Context: an optimization exercise on an open-source flow, tuned for small area, a short achievable clock period and few clock cycles. The choices shown serve that exercise and are no tape-out recipe.

## build 80
==> flow/design.v <==
package dpc_pkg;
	localparam int PIX_W  = 8;
	localparam int DIM_W  = 9;
	localparam int CNT_W  = 17;
	localparam int SUM_W  = 24;
	localparam int CFG_IW = 3;
	localparam int CFG_DW = 17;
endpackage
module dark_pixel_centroid (
	input  logic        clk,
	input  logic        arst_n,
	input  logic        cfg_valid,
	output logic        cfg_ready,
	input  logic [2:0]  cfg_index,
	input  logic [16:0] cfg_data,
	input  logic        s_tvalid,
	output logic        s_tready,
	input  logic [7:0]  s_tdata,
	input  logic        s_tlast,
	output logic        m_tvalid,
	input  logic        m_tready,
	output logic [39:0] m_tdata,
	output logic        m_tuser
);
	logic [7:0]  cfg_wm1;                         
	logic [8:0]  cfg_xs1, cfg_xe1, cfg_ys1, cfg_ye1;   
	logic [7:0]  cfg_thr;
	logic [16:0] cfg_min, cfg_max;
	logic [8:0]  cfg_dec;
	assign cfg_ready = 1'b1;
	assign cfg_dec   = cfg_data[8:0] - 9'd1;
	always_ff @(posedge clk or negedge arst_n) begin
		if (!arst_n) begin
			cfg_wm1 <= 8'd95;
			cfg_thr <= 8'd85;
			cfg_xs1 <= 9'd9;
			cfg_xe1 <= 9'd85;
			cfg_ys1 <= 9'd9;
			cfg_ye1 <= 9'd85;
			cfg_min <= 17'd180;
			cfg_max <= 17'd3176;
		end else if (cfg_valid) begin
			case (cfg_index)
				3'd0: cfg_wm1 <= cfg_dec[8] ? {8{cfg_data[8]}} : cfg_dec[7:0];
				3'd1: cfg_thr <= cfg_data[7:0];
				3'd2: cfg_xs1 <= cfg_dec;
				3'd3: cfg_xe1 <= cfg_dec;
				3'd4: cfg_ys1 <= cfg_dec;
				3'd5: cfg_ye1 <= cfg_dec;
				3'd6: cfg_min <= cfg_data;
				3'd7: cfg_max <= cfg_data;
				default: ;
			endcase
		end
	end
	logic rdy_q, v0_q, div_q, vld_q, clr_q;
	logic last_q, w0_q;           
	logic lo_q, hi_q, swap_q, fin_q;
	logic clr, last;
	logic [7:0]  col_q, row_q;    
	logic        fs_q;            
	logic        xs_q, xe_q;      
	logic        ys_q, ye_q;      
	logic [16:0] cnt_q;           
	logic        full_q;          
	logic        nz_q, min_q, max_q;   
	logic [26:0] x_q;             
	logic [23:0] y_q;             
	logic        cx_q, cy_q;      
	logic        cd_q;            
	logic        found_q, nf_q;
	assign clr  = clr_q;
	assign last = last_q;
	logic       wrap, inc, eq_min, eq_max;
	logic       xs_d, xe_d, ys_d, ye_d;
	logic       xs_z, xe_z, ys_z, ye_z;
	logic [8:0] sx_lo, sy_lo;
	logic [16:0] sx_hi, sy_hi;
	assign wrap = col_q == cfg_wm1;
	assign xs_z = &cfg_xs1;
	assign xe_z = &cfg_xe1;
	assign ys_z = &cfg_ys1;
	assign ye_z = &cfg_ye1;
	always_comb begin
		xs_d = xs_q;
		xe_d = xe_q;
		ys_d = ys_q;
		ye_d = ye_q;
		if (clr || last || (fs_q && !v0_q)) begin
			xs_d = xs_z;
			xe_d = xe_z;
			ys_d = ys_z;
			ye_d = ye_z;
		end else if (v0_q) begin
			if (wrap) begin
				xs_d = xs_z;
				xe_d = xe_z;
				if (row_q != 8'hff) begin
					if ({1'b0, row_q} == cfg_ys1) ys_d = 1'b1;
					if ({1'b0, row_q} == cfg_ye1) ye_d = 1'b1;
				end
			end else begin
				if ({1'b0, col_q} == cfg_xs1) xs_d = 1'b1;
				if ({1'b0, col_q} == cfg_xe1) xe_d = 1'b1;
			end
		end
	end
	assign inc    = w0_q && !full_q;
	assign eq_min = cnt_q == cfg_min;
	assign eq_max = cnt_q == cfg_max;
	assign sx_lo = {1'b0, x_q[7:0]} + {1'b0, col_q & {8{w0_q}}};
	assign sy_lo = {1'b0, y_q[7:0]} + {1'b0, row_q & {8{w0_q}}};
	assign sx_hi = {1'b0, x_q[23:8]} + {16'd0, cx_q};
	assign sy_hi = {1'b0, y_q[23:8]} + {16'd0, cy_q};
	logic [11:0] lo;
	logic [9:0]  hi;
	logic        neg, found;
	assign neg     = x_q[26];
	assign lo      = {1'b0, x_q[17:8], 1'b1} + {1'b0, cnt_q[9:0] ^ {10{!neg}}, !neg};
	assign hi      = {x_q[26:18], 1'b1} + {{2'b0, cnt_q[16:10]} ^ {9{!neg}}, cd_q};
	assign found = nz_q && (min_q || eq_min) && !max_q;
	always_ff @(posedge clk or negedge arst_n) begin
		if (!arst_n) begin
			rdy_q  <= 1'b0;
			v0_q   <= 1'b0;
			last_q <= 1'b0;
			div_q  <= 1'b0;
			vld_q  <= 1'b0;
			clr_q  <= 1'b1;
			lo_q   <= 1'b0;
			hi_q   <= 1'b0;
			swap_q <= 1'b0;
			fin_q  <= 1'b0;
		end else begin
			v0_q   <= s_tvalid && rdy_q;
			last_q <= s_tvalid && rdy_q && s_tlast;
			clr_q  <= vld_q && m_tready;
			if (clr_q)                     rdy_q <= 1'b1;
			else if (s_tvalid && s_tlast)  rdy_q <= 1'b0;
			if (last_q)        div_q <= 1'b1;
			else if (fin_q)    div_q <= 1'b0;
			if (fin_q)         vld_q <= 1'b1;
			else if (m_tready) vld_q <= 1'b0;
			lo_q   <= div_q && !col_q[0] && (col_q <= 8'd16 || (col_q >= 8'd20 && col_q <= 8'd36));
			hi_q   <= div_q &&  col_q[0] && (col_q <= 8'd17 || (col_q >= 8'd21 && col_q <= 8'd37));
			swap_q <= div_q && col_q == 8'd18;
			fin_q  <= div_q && col_q == 8'd38;
		end
	end
	always_ff @(posedge clk) begin
		w0_q    <= s_tvalid && rdy_q && (s_tdata < cfg_thr) && xs_d && !xe_d && ys_d && !ye_d;
		found_q <= found;
		nf_q    <= !found;
		xs_q <= xs_d;
		xe_q <= xe_d;
		ys_q <= ys_d;
		ye_q <= ye_d;
		if (clr || last) fs_q <= 1'b1;
		else if (v0_q)   fs_q <= 1'b0;
		if (clr || last) begin
			col_q <= '0;
			row_q <= '0;
		end else if (div_q) begin
			col_q <= col_q + 8'd1;
		end else if (v0_q) begin
			if (wrap) begin
				col_q <= '0;
				if (row_q != 8'hff) row_q <= row_q + 8'd1;
			end else begin
				col_q <= col_q + 8'd1;
			end
		end
		if (clr) begin
			cnt_q  <= '0;
			full_q <= 1'b0;
			nz_q   <= 1'b0;
			min_q  <= 1'b0;
			max_q  <= 1'b0;
		end else if (fin_q) begin
			if (!found_q) cnt_q <= '0;
		end else if (inc) begin
			cnt_q <= cnt_q + 17'd1;
			nz_q  <= 1'b1;
			if (cnt_q == 17'h1fffe) full_q <= 1'b1;
			if (eq_min) min_q <= 1'b1;
			if (eq_max) max_q <= 1'b1;
		end
		cx_q <= sx_lo[8];
		cy_q <= sy_lo[8];
		if (clr) begin
			x_q  <= '0;
			y_q  <= '0;
			cx_q <= 1'b0;
			cy_q <= 1'b0;
		end else if (swap_q) begin
			x_q <= {3'b0, y_q};
			y_q <= {y_q[23:9], x_q[8:0]};
		end else if (fin_q) begin
			x_q[7:0] <= x_q[7:0] | {8{x_q[8] || !found_q}};
			y_q[7:0] <= y_q[7:0] | {8{y_q[8] || !found_q}};
		end else begin
			y_q <= sy_hi[16] ? 24'hffffff : {sy_hi[15:0], sy_lo[7:0]};
			if (lo_q) begin
				x_q[17:8] <= lo[10:1];
				cd_q      <= lo[11];
			end else if (hi_q) begin
				x_q <= {hi[8:1], x_q[17:0], !hi[9]};
			end else begin
				x_q <= {3'b0, sx_hi[16] ? 24'hffffff : {sx_hi[15:0], sx_lo[7:0]}};
			end
		end
	end
	assign s_tready = rdy_q;
	assign m_tvalid = vld_q;
	assign m_tuser  = found_q;
	assign m_tdata  = {5'b0, cnt_q, nf_q, x_q[7:0], nf_q, y_q[7:0]};
endmodule
make LEC_CHECK=0 CAP_MARGIN=20 CORE_MARGIN=2 CORE_UTILIZATION=40 SETUP_SLACK_MARGIN=2.9 SLEW_MARGIN=20 finish   # period 5.0 ns
run.sh (not shown) runs the stock make flow with config.mk's settings and CLKGATE_MAP_FILE= SYNTH_SCRIPT=/design/flow/synth_recipe.tcl, a recipe that flattens the netlist after the stock synthesis.
Setup changes, build 80 to trial 95
--- a/flow/design.v
+++ b/flow/design.v
@@ -74,8 +74,10 @@
 	logic       wrap, inc, eq_min, eq_max;
 	logic       xs_d, xe_d, ys_d, ye_d;
 	logic       xs_z, xe_z, ys_z, ye_z;
+	logic [23:0] xa, ya;
 	logic [8:0] sx_lo, sy_lo;
 	logic [16:0] sx_hi, sy_hi;
+	logic       force_x, force_y;
 	assign wrap = col_q == cfg_wm1;
 	assign xs_z = &cfg_xs1;
 	assign xe_z = &cfg_xe1;
@@ -108,10 +110,14 @@
 	assign inc    = w0_q && !full_q;
 	assign eq_min = cnt_q == cfg_min;
 	assign eq_max = cnt_q == cfg_max;
-	assign sx_lo = {1'b0, x_q[7:0]} + {1'b0, col_q & {8{w0_q}}};
-	assign sy_lo = {1'b0, y_q[7:0]} + {1'b0, row_q & {8{w0_q}}};
-	assign sx_hi = {1'b0, x_q[23:8]} + {16'd0, cx_q};
-	assign sy_hi = {1'b0, y_q[23:8]} + {16'd0, cy_q};
+	assign xa      = x_q[23:0] & {24{!clr}};
+	assign ya      = y_q & {24{!clr}};
+	assign sx_lo   = {1'b0, xa[7:0]} + {1'b0, col_q & {8{w0_q}}};
+	assign sy_lo   = {1'b0, ya[7:0]} + {1'b0, row_q & {8{w0_q}}};
+	assign sx_hi   = {1'b0, xa[23:8]} + {16'd0, cx_q && !clr};
+	assign sy_hi   = {1'b0, ya[23:8]} + {16'd0, cy_q && !clr};
+	assign force_x = sx_hi[16] || (fin_q && (x_q[8] || !found_q));
+	assign force_y = sy_hi[16] || (fin_q && (y_q[8] || !found_q));
 	logic [11:0] lo;
 	logic [9:0]  hi;
 	logic        neg, found;
@@ -170,16 +176,13 @@
 				col_q <= col_q + 8'd1;
 			end
 		end
+		cnt_q <= (cnt_q & {17{!(clr || (fin_q && !found_q))}}) + {16'd0, inc};
 		if (clr) begin
-			cnt_q  <= '0;
 			full_q <= 1'b0;
 			nz_q   <= 1'b0;
 			min_q  <= 1'b0;
 			max_q  <= 1'b0;
-		end else if (fin_q) begin
-			if (!found_q) cnt_q <= '0;
 		end else if (inc) begin
-			cnt_q <= cnt_q + 17'd1;
 			nz_q  <= 1'b1;
 			if (cnt_q == 17'h1fffe) full_q <= 1'b1;
 			if (eq_min) min_q <= 1'b1;
@@ -187,27 +190,17 @@
 		end
 		cx_q <= sx_lo[8];
 		cy_q <= sy_lo[8];
-		if (clr) begin
-			x_q  <= '0;
-			y_q  <= '0;
-			cx_q <= 1'b0;
-			cy_q <= 1'b0;
-		end else if (swap_q) begin
-			x_q <= {3'b0, y_q};
-			y_q <= {y_q[23:9], x_q[8:0]};
-		end else if (fin_q) begin
-			x_q[7:0] <= x_q[7:0] | {8{x_q[8] || !found_q}};
-			y_q[7:0] <= y_q[7:0] | {8{y_q[8] || !found_q}};
+		y_q  <= force_y ? 24'hffffff : {sy_hi[15:0], sy_lo[7:0]};
+		if (swap_q) begin
+			x_q      <= {3'b0, y_q};
+			y_q[8:0] <= x_q[8:0];
+		end else if (lo_q) begin
+			x_q[17:8] <= lo[10:1];
+			cd_q      <= lo[11];
+		end else if (hi_q) begin
+			x_q <= {hi[8:1], x_q[17:0], !hi[9]};
 		end else begin
-			y_q <= sy_hi[16] ? 24'hffffff : {sy_hi[15:0], sy_lo[7:0]};
-			if (lo_q) begin
-				x_q[17:8] <= lo[10:1];
-				cd_q      <= lo[11];
-			end else if (hi_q) begin
-				x_q <= {hi[8:1], x_q[17:0], !hi[9]};
-			end else begin
-				x_q <= {3'b0, sx_hi[16] ? 24'hffffff : {sx_hi[15:0], sx_lo[7:0]}};
-			end
+			x_q <= {3'b0, force_x ? 24'hffffff : {sx_hi[15:0], sx_lo[7:0]}};
 		end
 	end
 	assign s_tready = rdy_q;
Results
- Taking build 80 as the reference, in trial 95 biggest cell delay along the critical path grew by 0.31 ns, pin slew with the least headroom to its limit has increased.
- met4 as the topmost layer with routed signal wires was reported by build 80, and met5 by trial 95.
- For build 80, the critical path startpoint was w0_q$_DFF_P_, unlike trial 95, where it was clr_q$_DFF_PN1_.
- Global-route total usage across every layer across build 80 and trial 95: no real change.
- Of the two values seen for endpoint of the most critical setup path, x_q[6]$_SDFFE_PP0P_ was produced by build 80 and y_q[7]$_DFF_P_ by trial 95.
- Trial 95 against build 80: final cycle utilization of the critical path rose 2.2 points; worst setup margin fell 0.11 ns; number of non-clock buffers rose 39; vias after detailed routing fell about 5%.
Function was not checked in any run of this note: the RTL went through the layout flow alone.

## separate check: timing with driven ports
The results above use ideal ports. As a check the final layouts listed here were re-extracted and re-timed, cells and wires unchanged. Step 1 (the two cells are an assumption about what drives the block):
set clk [get_ports {clk}]
set_driving_cell -lib_cell sky130_fd_sc_hd__clkbuf_16 $clk
set_driving_cell -lib_cell sky130_fd_sc_hd__buf_2 [delete_from_list [all_inputs] $clk]
Step 2 also shifts input and output timing later by t, the mid clock arrival at the registers, as if the neighbouring blocks saw the same clock. Three values: ideal, step 1, step 2; two values: the first two.
| run | t, ns | setup WS [ns] | latest minus earliest clock arrival (ns) |
|---|---|---|---|
| build 80 | 0.483 | 2.618 / 2.618 / 2.472 | 0.015 / 0.015 |
| trial 95 | 0.502 | 2.509 / 2.509 / 2.250 | 0.022 / 0.021 |
After both steps setup and hold are still met in every run listed. The setup slack of trial 95, which loses most, moves by 0.000 ns with the drivers and by -0.259 ns with both steps.
